Background: an optimization exercise with open tools, aiming at small area, a short achievable clock period and few clock cycles per item. Do not read the settings as production practice.
Only simulation tests tie the RTL to the original design; equivalence was not proved.
No activity file was given, so power comes from the tool's default toggle rates.

File: flow/config.mk
export PLATFORM = sky130hd
export DESIGN_NAME = scalar_kalman_filter_core
export DESIGN_NICKNAME = scalar_kalman_filter_core
export VERILOG_FILES = /design/flow/design.v
export SDC_FILE = /design/flow/constraint.sdc
export NUM_CORES = 4
export LEC_CHECK = 0
export CAP_MARGIN = 20
export CORE_MARGIN = 2
export CORE_UTILIZATION = 40
export SLEW_MARGIN = 20
File: flow/constraint.sdc
create_clock -name core_clock -period 11.0 [get_ports {aclk}]
set_input_delay 2.2000 -clock core_clock [delete_from_list [all_inputs] [get_ports {aclk}]]
set_output_delay 2.2000 -clock core_clock [all_outputs]
set_load 0.01 [all_outputs]
File: flow/design.v
`timescale 1ns / 1ps
package skf_pkg;
    localparam int FRAC_BITS = 16;
    localparam int GAIN_BITS = 16;
    localparam int VAL_W     = 32;                  
    localparam int NOISE_W   = 31;                  
    localparam int DEN_W     = VAL_W + 2;           
    localparam int QUO_W     = GAIN_BITS + 1;       
    localparam int CNT_W     = $clog2(QUO_W + 1);
    localparam logic [VAL_W-1:0]     VAR_ONE  = VAL_W'(1) << FRAC_BITS;
    localparam logic [GAIN_BITS:0]   GAIN_ONE = (GAIN_BITS+1)'(1) << GAIN_BITS;
    localparam logic [GAIN_BITS-1:0] GAIN_MAX = '1;
    localparam logic [1:0] CFG_INIT_EST   = 2'd0;
    localparam logic [1:0] CFG_PROC_NOISE = 2'd1;
    localparam logic [1:0] CFG_MEAS_NOISE = 2'd2;
endpackage
`timescale 1ns / 1ps
`timescale 1ns / 1ps
import skf_pkg::*;
module scalar_kalman_filter_core
(
    input  logic               aclk,
    input  logic               aresetn,
    input  logic               cfg_we,
    input  logic [1:0]         cfg_index,
    input  logic [VAL_W-1:0]   cfg_data,
    input  logic               s_valid,
    output logic               s_ready,
    input  logic signed [VAL_W-1:0] s_measurement,
    output logic               m_valid,
    input  logic               m_ready,
    output logic signed [VAL_W-1:0] m_estimate
);
    localparam int RW  = VAL_W + 3;            
    localparam int DW  = VAL_W + 1;            
    localparam int AW  = VAL_W + GAIN_BITS;    
    localparam logic [1:0] ST_IDLE = 2'd0;     
    localparam logic [1:0] ST_SETUP = 2'd1;    
    localparam logic [1:0] ST_RUN  = 2'd2;     
    logic [1:0]               state_reg;
    logic [3:0]               cnt_reg;
    logic                     fin_reg;         
    logic                     m_valid_reg;
    logic                     zero_reg;        
    logic [NOISE_W-1:0]       q_reg, r_reg;
    logic signed [VAL_W-1:0]  est_reg;
    logic signed [VAL_W-1:0]  z_reg;
    logic [VAL_W-1:0]         p_reg;
    logic [DW-1:0]            den_reg;
    logic signed [RW-1:0]     rem_reg;
    logic [AW-1:0]            accv_reg;
    logic signed [AW-1:0]     acce_reg;
    wire idle    = (state_reg == ST_IDLE);
    wire setup   = (state_reg == ST_SETUP);
    wire run     = (state_reg == ST_RUN) && !fin_reg;
    wire first   = (cnt_reg == 4'd0);
    wire last    = (cnt_reg == 4'd15);
    wire qbit    = !rem_reg[RW-1] && !zero_reg;
    wire accept  = s_valid && idle;
    wire fin_go  = fin_reg && (!m_valid_reg || m_ready);
    assign s_ready = idle;
    logic signed [RW-1:0] div_a, div_b, div_sum;
    logic                 div_sub;
    always_comb begin
        if (setup) begin
            div_a   = RW'(p_reg);
            div_b   = RW'(r_reg);
            div_sub = 1'b1;
        end else begin
            div_a   = rem_reg <<< 1;
            div_b   = RW'(den_reg);
            div_sub = !rem_reg[RW-1];
        end
    end
    assign div_sum = div_a + (div_sub ? ~div_b : div_b) + RW'(div_sub);
    logic [AW-1:0] av_a, av_b, av_sum;
    logic          av_c;
    always_comb begin
        av_c = 1'b0;
        if (idle) begin
            av_a = AW'(accv_reg[AW-1:GAIN_BITS]);
            av_b = AW'(q_reg);
        end else if (setup) begin
            av_a = AW'(p_reg);
            av_b = AW'(r_reg);
        end else begin
            av_a = first ? '0 : (accv_reg << 1);
            av_c = first;
            if (last)
                av_b = qbit ? AW'(p_reg) : (AW'(p_reg) << 1);
            else
                av_b = qbit ? '0 : AW'(p_reg);
        end
    end
    assign av_sum = av_a + av_b + AW'(av_c);
    logic signed [AW-1:0] ae_a, ae_b, ae_sum;
    always_comb begin
        if (fin_reg) begin
            ae_a = acce_reg;
            ae_b = AW'(est_reg);
        end else begin
            ae_a = first ? '0 : (acce_reg <<< 1);
            ae_b = qbit ? AW'(z_reg) : AW'(est_reg);
        end
    end
    assign ae_sum = ae_a + ae_b + AW'(!fin_reg && first);
    always_ff @(posedge aclk) begin
        if (!aresetn) begin
            state_reg   <= ST_IDLE;
            fin_reg     <= 1'b0;
            m_valid_reg <= 1'b0;
            q_reg       <= NOISE_W'(655);
            r_reg       <= NOISE_W'(65536);
            est_reg     <= '0;
            accv_reg[AW-1:GAIN_BITS] <= VAR_ONE;
        end else begin
            if (m_valid_reg && m_ready)
                m_valid_reg <= 1'b0;
            if (cfg_we) begin
                case (cfg_index)
                    CFG_INIT_EST: begin
                        est_reg <= $signed(cfg_data);
                        accv_reg[AW-1:GAIN_BITS] <= VAR_ONE;
                    end
                    CFG_PROC_NOISE: q_reg <= cfg_data[NOISE_W-1:0];
                    CFG_MEAS_NOISE: r_reg <= cfg_data[NOISE_W-1:0];
                    default: ;
                endcase
            end
            if (fin_go) begin
                fin_reg     <= 1'b0;
                m_valid_reg <= 1'b1;
                est_reg     <= ae_sum[AW-1:GAIN_BITS];
            end
            case (state_reg)
                ST_IDLE:  if (accept) state_reg <= ST_SETUP;
                ST_SETUP: state_reg <= ST_RUN;
                default:  if (run && last) begin
                    state_reg <= ST_IDLE;
                    fin_reg   <= 1'b1;
                end
            endcase
            if (run)
                accv_reg <= av_sum;
        end
        if (idle)
            p_reg <= av_sum[VAL_W] ? '1 : av_sum[VAL_W-1:0];
        if (accept)
            z_reg <= s_measurement;
        if (setup) begin
            den_reg  <= av_sum[DW-1:0];
            zero_reg <= (p_reg == '0) && (r_reg == '0);
            cnt_reg  <= '0;
        end
        if (setup || run)
            rem_reg <= div_sum;
        if (run) begin
            acce_reg <= ae_sum;
            cnt_reg  <= cnt_reg + 4'd1;
        end
    end
    assign m_valid    = m_valid_reg;
    assign m_estimate = est_reg;
endmodule
File: flow/run.sh
#!/bin/bash
# synth_recipe.tcl (not shown) runs the flow's synth.tcl, then flattens the netlist and writes it again
# the make line also repeats each setting of config.mk as NAME=value (left out here)
make -C /OpenROAD-flow-scripts/flow DESIGN_CONFIG=/design/flow/config.mk WORK_HOME=/design/flow/orfs CLKGATE_MAP_FILE= SYNTH_SCRIPT=/design/flow/synth_recipe.tcl finish
==> impl_results.rst <==
.. list-table::
   :header-rows: 1

   * - Metric
     - Value
   * - Leakage power
     - 10.27 nW
   * - Worst Setup End Kind
     - register
   * - Die width
     - 239.0 um
   * - Register-to-register setup slack
     - 5.30 ns
   * - Clock Skew
     - 0.02236 ns
   * - Global placement routability congestion
     - 0.9329
   * - Post-synth design cell area
     - 0.02210 sq mm
   * - Worst setup path category
     - reg2reg
   * - Cts bufs inserted
     - 41
   * - Antenna cells
     - 0
   * - Most frequent cells in the layout
     - 452 x sky130_fd_sc_hd__nand2_1, 202 x sky130_fd_sc_hd__a21oi_1, 201 x sky130_fd_sc_hd__edfxtp_1
   * - Crit path time final
     - 5.697 ns
   * - Area inside the core boundary
     - 0.05488 sq mm
   * - Detailed-route via count
     - 18.91k
   * - Detailed router's first-iteration violation count
     - 1742
   * - RSZ-0062 raised after global routing
     - false
   * - Post-CTS setup-driven buffer insertion count
     - 0
   * - Clock tree from TritonCTS
     - yes
   * - Setup_tns
     - 0 ns
   * - HP Start
     - q_reg[12]$_SDFFE_PN0P_
   * - Count of input and output buffers
     - 104
   * - Post-synth EDFFs
     - 201
   * - Max_cap viols
     - 0
   * - Top cells by area in the synthesized netlist
     - sky130_fd_sc_hd__edfxtp_1 27%, sky130_fd_sc_hd__dfxtp_1 12%, sky130_fd_sc_hd__nand2_1 7.7%
   * - Post-synth net total
     - 2677
   * - Final number of hold-violating endpoints
     - 0
   * - Main synth FF type
     - sky130_fd_sc_hd__edfxtp_1
   * - Global route overflow
     - 0
   * - Post-synthesis cell type count
     - 74
   * - Normalized max-slew margin
     - 0.3277
   * - Highest clock rate
     - 175.5 MHz
   * - Buffer type at the clock tree root
     - sky130_fd_sc_hd__clkbuf_16
   * - Synth-to-layout area growth
     - 13.33%
   * - Vias in the first global route
     - 18.14k
   * - CP Launch Point
     - state_reg[0]$_SDFFE_PN0P_
   * - Number of I/O pins
     - 105
   * - Remaining design rule violation count
     - 0
   * - Switching component of the power
     - 2.320 mW
   * - Sequential Power Share
     - 0.312
   * - Routed via count divided by cell count
     - 5.842
   * - Count of fill cells added during filler insertion
     - 5323
   * - Mean routed wirelength per cell
     - 21.59 um
   * - Placed standard-cell area
     - 0.02366 sq mm
   * - Cell Count Post-Placement
     - 3162
   * - Comb power frac
     - 0.449
   * - Clock latency on the worst-skew pair
     - 0.58 ns
   * - TritonRoute pass-1 iters
     - 6
   * - Part of the cycle the worst path needs
     - 0.5179
   * - Origin of the critical flop-to-flop path
     - state_reg[0]$_SDFFE_PN0P_
   * - All-Layer GR Usage
     - 0.2419
   * - HPWL after detailed placement
     - 51360 um
   * - Final std cells w/o fill
     - 3237
   * - Result of the run
     - no timing/DRC/antenna violations
   * - Layout net count
     - 2690
   * - Pwr dens
     - 234.8 mW/mm^2
   * - Count of hold buffers inserted by post-cts repair
     - 0
   * - Cell type with the largest total area after synthesis
     - sky130_fd_sc_hd__edfxtp_1
   * - Clock slew at the register clock pins of the worst setup and hold paths
     - 0.06 ns
   * - Internal
     - 3.561 mW
   * - Arr. time, crit path
     - 6.01 ns
   * - Layout cells sized above 1
     - 0.07343
   * - Post-cts resize count
     - 0
   * - Switching share of power
     - 0.3944
   * - Longest Clk Path Bufs
     - 3
   * - Sequential area share after synthesis
     - 0.3909
   * - Area of all placed cells without fillers
     - 0.02504 sq mm
   * - Die Footprint
     - 0.05714 sq mm
   * - Most frequent standard cell in the layout excluding fill and tap cells
     - sky130_fd_sc_hd__nand2_1
   * - Wire length after detailed routing
     - 69870 um
   * - Synth top area share
     - 0.2731
   * - Row count
     - 86
   * - Data required time of the worst path
     - 11.32 ns
   * - Wire length of the first global-routing pass
     - 107800 um
   * - Top fanout value on the critical path
     - 72
   * - Critical Path Source Type
     - register
   * - Power share of the clock group
     - 0.239
   * - H-tree depth
     - 2
   * - Multi-input gate area in the final layout
     - 0.01276 sq mm
   * - Cell count after synthesis
     - 2488
   * - Hold Crit Class
     - reg2reg
   * - Worst-case vdd ir drop
     - 158.4 uV
   * - Finish-stage setup viols
     - 0
   * - Ys async rst share
     - 0
   * - Seq. cell area
     - 0.008647 sq mm
   * - Pin count of the biggest net entering global routing
     - 105
   * - Number of synthesis warnings
     - 1
   * - Pin slew with the least headroom to its limit
     - 1.008 ns
   * - Synth Area per Inst
     - 8.882 sq um
   * - Register bit total from synthesis
     - 331
   * - Vertical die dimension
     - 239.0 um
   * - Slew Limit Fails
     - 0
   * - TritonCTS Sinks
     - 331
   * - Effective utilization at floorplan
     - 0.4027
   * - Initial antenna violation count
     - 0
   * - Routed Antenna Nets
     - 0
[power groups by stage]
stage	sequential, mW	clock [mW]	combinational, mW
finish	1.84	1.40	2.64
global route	1.85	1.48	2.93
CTS	1.83	1.43	2.62
detailed placement	1.85	0	2.61
global placement	1.85	0	2.57
floorplan	1.77	0	2.03
[routing by layer]
| layer | vias to the layer above | wire [um] | track usage |
|---|---|---|---|
| li1 | 9096 | - | - |
| met1 | 9043 | 32670 | 0.3444 |
| met2 | 660 | 31300 | 0.3820 |
| met3 | 112 | 4068 | 0.03060 |
| met4 | 0 | 1836 | 0.07386 |
| met5 | - | 0 | 0 |
[worst paths after layout]
kind | to | cells past startpoint
max | p_reg[9]$_SDFFCE_PP1P_ | 16
min | q_reg[12]$_SDFFE_PN0P_ | 2
max reg2reg | p_reg[9]$_SDFFCE_PP1P_ | 16
min reg2reg | q_reg[12]$_SDFFE_PN0P_ | 2
[cells by family after synthesis]
logic type      share of synthesized area
compound gates                     0.2200
mux                               0.05351
buf+inv                           0.03409
fa+ha+maj                         0.06851
flops                              0.3909
xor+xnor                          0.05741
simple gates                       0.1755
[critical path, cell delays in order (launching register included)]
cell and delay, ns:
sky130_fd_sc_hd__dfxtp_4 0.60, sky130_fd_sc_hd__buf_4 0.76, sky130_fd_sc_hd__mux2i_1 0.27, sky130_fd_sc_hd__nor2_1 0.06
sky130_fd_sc_hd__a31oi_1 0.23, sky130_fd_sc_hd__fa_1 0.23, sky130_fd_sc_hd__inv_1 0.06, sky130_fd_sc_hd__fa_1 0.42
sky130_fd_sc_hd__a211oi_1 0.26, sky130_fd_sc_hd__nor2_1 0.10, sky130_fd_sc_hd__o221ai_1 0.38, sky130_fd_sc_hd__a21oi_1 0.27
sky130_fd_sc_hd__a21oi_2 0.26, sky130_fd_sc_hd__o21ai_2 0.15, sky130_fd_sc_hd__xnor2_2 0.54, sky130_fd_sc_hd__inv_2 0.38
sky130_fd_sc_hd__or2_2 0.39
[synth_stat cells, drive strengths merged, types with 52 or more instances]
cell / count
nor2: 118
a21boi: 57
clkbuf: 129
o21ai: 111
dfxtp: 130
ha: 113
a21o: 76
xnor2: 101
mux2i: 72
a22o: 60
a21oi: 203
nand3: 52
edfxtp: 201
nand2: 453
[final cells by class]
| type | instances | share of cell area |
|---|---|---|
| clock inverter | 21 | 0.008993 |
| sequential | 331 | 0.3453 |
| timing repair buffer | 129 | 0.04886 |
| multi-input combinational | 1959 | 0.5094 |
| tap | 704 | 0.03517 |
| clock buffer | 54 | 0.04637 |
| inverter | 39 | 0.005946 |
[metrics by stage]
step	power (mW)	worst slack (ns)	hold WS [ns]	utilization
final	5.881	5.303	0.4598	0.4563
after floorplan	3.793	6.435	0.4326	-
after global routing	6.256	4.946	0.4805	0.4563
after CTS	5.878	5.357	0.4632	0.4563
after global placement	4.416	5.516	0.4447	0.4311
after detailed placement	4.462	5.396	0.4549	0.4311
Testbench counts, summed over its fixed seeds: cycles 36,990, items 2,048.

[separate check: timing with driven ports]
The flow's constraints put no driver on any port. The routed layout listed below was extracted and timed again, unchanged, in two steps.
Step 1: set_driving_cell puts a clkbuf_16 on aclk and a buf_2 on each other input, an assumption about the parent block.
Step 2 moves the port delays by t, midway between the first and last clock arrival at a register: inputs arrive t later, outputs are due t later. That takes back most of the time a late clock gives input paths.
Slacks: ideal / step 1 / step 2; pairs: ideal / step 1.
t (ns): 0.631
setup WS [ns]: 5.303 / 5.303 / 5.303
worst slew at a driven data input, ns: 0.06
After both steps setup and hold are still met in this run. For this run, drivers alone change the setup slack by 0.000 ns; drivers and shift together by 0.000 ns.
